This is an optimization exercise on Yosys and OpenROAD, whose aim is small area, a short achievable clock period and few clock cycles, not a production implementation.

Design minimal_standard_lcg_stream, start of the top module:
module minimal_standard_lcg_stream #(
	parameter int unsigned MAX_DIM = mslcg_pkg::MAX_DIM_DEF
) (
	input  logic                              clk,
	input  logic                              arst_n,
	input  logic                              cfg_valid,
	output logic                              cfg_ready,
	input  logic [mslcg_pkg::CFG_IDX_W-1:0]   cfg_index,
	input  logic [mslcg_pkg::CFG_DATA_W-1:0]  cfg_data,
	input  logic                              req_valid,
	output logic                              req_ready,
	input  logic [mslcg_pkg::CMD_W-1:0]       req_cmd,
	input  logic [mslcg_pkg::PATHS_W-1:0]     req_skip_paths,
	output logic                              rsp_valid,
	input  logic                              rsp_ready,
	output logic [mslcg_pkg::STATE_W-1:0]     rsp_sample,
	output logic                              rsp_last
);
	localparam int unsigned STATE_W = mslcg_pkg::STATE_W;
	localparam int unsigned DIM_W   = mslcg_pkg::DIM_W;
	localparam int unsigned PATHS_W = mslcg_pkg::PATHS_W;
	function automatic logic [4:0] skip_digit(input logic [4:0] k, input logic [2:0] d);
		case ({k, d})
			{5'd0, 3'd0}: skip_digit = 5'h00;
			{5'd0, 3'd1}: skip_digit = 5'h00;
			{5'd0, 3'd2}: skip_digit = 5'h00;
			{5'd0, 3'd3}: skip_digit = 5'h00;
			{5'd0, 3'd4}: skip_digit = 5'h10;
			{5'd0, 3'd5}: skip_digit = 5'h0f;
			{5'd0, 3'd6}: skip_digit = 5'h09;
			{5'd1, 3'd0}: skip_digit = 5'h00;
			{5'd1, 3'd1}: skip_digit = 5'h08;
			{5'd1, 3'd2}: skip_digit = 5'h0f;
			{5'd1, 3'd3}: skip_digit = 5'h0c;
			{5'd1, 3'd4}: skip_digit = 5'h0e;
			{5'd1, 3'd5}: skip_digit = 5'h19;
			{5'd1, 3'd6}: skip_digit = 5'h13;
			{5'd2, 3'd0}: skip_digit = 5'h00;
			{5'd2, 3'd1}: skip_digit = 5'h1f;
			{5'd2, 3'd2}: skip_digit = 5'h0d;
			{5'd2, 3'd3}: skip_digit = 5'h0a;
			{5'd2, 3'd4}: skip_digit = 5'h05;
			{5'd2, 3'd5}: skip_digit = 5'h03;
			{5'd2, 3'd6}: skip_digit = 5'h0a;
			{5'd3, 3'd0}: skip_digit = 5'h03;
			{5'd3, 3'd1}: skip_digit = 5'h0d;
			{5'd3, 3'd2}: skip_digit = 5'h0e;
			{5'd3, 3'd3}: skip_digit = 5'h0a;
			{5'd3, 3'd4}: skip_digit = 5'h02;
			{5'd3, 3'd5}: skip_digit = 5'h11;
			{5'd3, 3'd6}: skip_digit = 5'h1e;
			{5'd4, 3'd0}: skip_digit = 5'h03;
			{5'd4, 3'd1}: skip_digit = 5'h03;
  ...
Size in the first run: about 1900 cells after synthesis, roughly 97 I/O pins, roughly 16000 um2 of cells after synthesis.
Settings: LEC_CHECK=0, CAP_MARGIN=20, CORE_MARGIN=2, CORE_UTILIZATION=65, SETUP_SLACK_MARGIN=2.0, SLEW_MARGIN=20; clock period 8.0 ns.
run.sh (not shown) runs the stock make flow with config.mk's settings and CLKGATE_MAP_FILE= SYNTH_SCRIPT=/design/flow/synth_recipe.tcl, a recipe that flattens the netlist after the stock synthesis.
The first run went through all stages and came out clean.
Next try:
--- a/flow/design.v
+++ b/flow/design.v
@@ -203,28 +203,16 @@
 			{5'd21, 3'd2}: skip_digit = 5'h09;
 			{5'd21, 3'd3}: skip_digit = 5'h0d;
 			{5'd21, 3'd4}: skip_digit = 5'h08;
 			{5'd21, 3'd5}: skip_digit = 5'h02;
 			{5'd21, 3'd6}: skip_digit = 5'h08;
 			default: skip_digit = '0;
 		endcase
 	endfunction
-	function automatic logic [2:0] skip_lead(input logic [4:0] k);
-		skip_lead[0] = (32'h000899c6 >> k) & 1'b1;
-		skip_lead[1] = (32'h00000000 >> k) & 1'b1;
-		skip_lead[2] = (32'h00000001 >> k) & 1'b1;
-	endfunction
-	function automatic logic [4:0] skip_first(input logic [4:0] k);
-		skip_first[0] = (32'h003766bc >> k) & 1'b1;
-		skip_first[1] = (32'h003fef3c >> k) & 1'b1;
-		skip_first[2] = (32'h00001044 >> k) & 1'b1;
-		skip_first[3] = (32'h00008906 >> k) & 1'b1;
-		skip_first[4] = (32'h000881c5 >> k) & 1'b1;
-	endfunction
 	function automatic logic [STATE_W-1:0] sanitize(input logic [STATE_W-1:0] s);
 		sanitize = (s == '0 || s == mslcg_pkg::LCG_MOD) ? STATE_W'(1) : s;
 	endfunction
 	function automatic logic [STATE_W-1:0] rotl(input logic [STATE_W-1:0] v, input int unsigned r);
 		rotl = (v << r) | (v >> (STATE_W - r));
 	endfunction
 	function automatic logic [2*STATE_W-1:0] csa(input logic [STATE_W-1:0] a, b, c);
 		logic [STATE_W-1:0] cy;
@@ -300,25 +288,25 @@
 	assign sc_jacc   = skip_go ? '0 : jacc_q;
 	assign sc_k      = skip_go ? '0 : kscan_q;
 	assign jsum      = DIM_W'(sc_jacc) + (sc_p[0] ? n_q : '0);
 	assign jbit      = jsum[0];
 	assign scan_done = (paths_q == '0) && (jacc_q == '0);
 	assign scan_on   = skip_go || (skip_q && !scan_done);
 	assign mul_last  = mul_q && step_q == 3'd6;
 	assign mul_free  = !mul_q || mul_last;
-	assign mul_start = skip_q && !scan_done && jbit && mul_free;
+	assign mul_start = scan_on && jbit && mul_free;
 	assign scan_adv  = scan_on && (!jbit || mul_free);
 	logic [4:0] dig_q, dig_d;
 	logic       acc_en_q;
 	logic [STATE_W-1:0] o0, o1, o2, o3, o4, o5, sum;
 	logic [2*STATE_W-1:0] l1a, l1b, l2, l3;
 	always_comb begin
 		if (mul_start) begin
-			dig_d = skip_first(kscan_q);
+			dig_d = skip_digit(sc_k, 3'd0);
 		end else if (mul_q && !mul_last) begin
 			dig_d = skip_digit(kidx_q, step_q + 3'd1);
 		end else begin
 			dig_d = 5'h1f;
 		end
 	end
 	always_comb begin
 		o0 = ~(dig_q[0] ? x_q : '0);
@@ -350,17 +338,17 @@
 			if (cfg_fire && cfg_index == mslcg_pkg::REG_SEED) begin
 				seed_q <= cfg_clean;
 				x_q    <= cfg_clean;
 			end else if (cfg_fire && cfg_index == mslcg_pkg::REG_DIM) begin
 				n_q <= n_new;
 				x_q <= seed_q;
 			end else if (exec && cmd == mslcg_pkg::CMD_RESET) begin
 				x_q <= seed_q;
-			end else if (advance || (exec && cmd == mslcg_pkg::CMD_DRAW) || mul_last || (skip_go && jbit)) begin
+			end else if (advance || (exec && cmd == mslcg_pkg::CMD_DRAW) || mul_last) begin
 				x_q <= sum;
 			end
 			if (exec) begin
 				valid_q <= (cmd == mslcg_pkg::CMD_DRAW);
 			end else if (rsp_ready && cnt_q == '0) begin
 				valid_q <= 1'b0;
 			end
 			if (exec) begin
@@ -395,15 +383,15 @@
 		end else if (req_fire) begin
 			paths_q <= req_skip_paths;
 		end
 		if (scan_adv) begin
 			jacc_q  <= jsum[DIM_W-1:1];
 			kscan_q <= sc_k + 5'd1;
 		end
 		if (mul_start) begin
-			kidx_q <= kscan_q;
-			step_q <= skip_lead(kscan_q);
+			kidx_q <= sc_k;
+			step_q <= '0;
 		end else if (mul_q) begin
 			step_q <= step_q + 3'd1;
 		end
 	end
 endmodule
Outcome:
- wire length came out lower by about a fifth
- final cell count came out lower by a little under a tenth
- global-route usage came out lower by 3.4 points
- first-iteration DRC count came out lower by a quarter to a third
- flip-flop and latch count stays the same
- core utilization came out higher by 0.44 points
- via count came out lower by roughly a tenth
- count of clock-buffer cells in the layout came out lower by 3
- area after synthesis came out lower by a few percent
- final area came out lower by a few percent
Function was not checked in any run of this note: the RTL went through the layout flow alone.

## separate check: timing with driven ports
How much do the figures lean on ideal ports? The routed layouts below were timed once more, with nothing changed but the port constraints.
Step 1: set_driving_cell puts a clkbuf_16 on clk and a buf_2 on each other input, an assumption about the parent block.
Step 2, shift: input delay + t, output delay - t, t = (earliest + latest rising clock arrival at the registers) / 2. This alone moves slack from input paths to output paths.
a / b / c = no drivers / after step 1 / after step 2; a / b = the first two.
run | shift t [ns] | slack for setup (ns) | clock arrival spread, ns | slew at the worst register clock pin (ns)
the first run | 0.479 | 2.018 / 2.018 / 1.678 | 0.011 / 0.011 | 0.07 / 0.07
the second run | 0.482 | 2.056 / 2.056 / 1.920 | 0.015 / 0.015 | 0.08 / 0.08
After both steps every run listed still meets setup and hold. For the first run, which loses most, drivers alone change the setup slack by 0.000 ns; drivers and shift together by -0.340 ns.
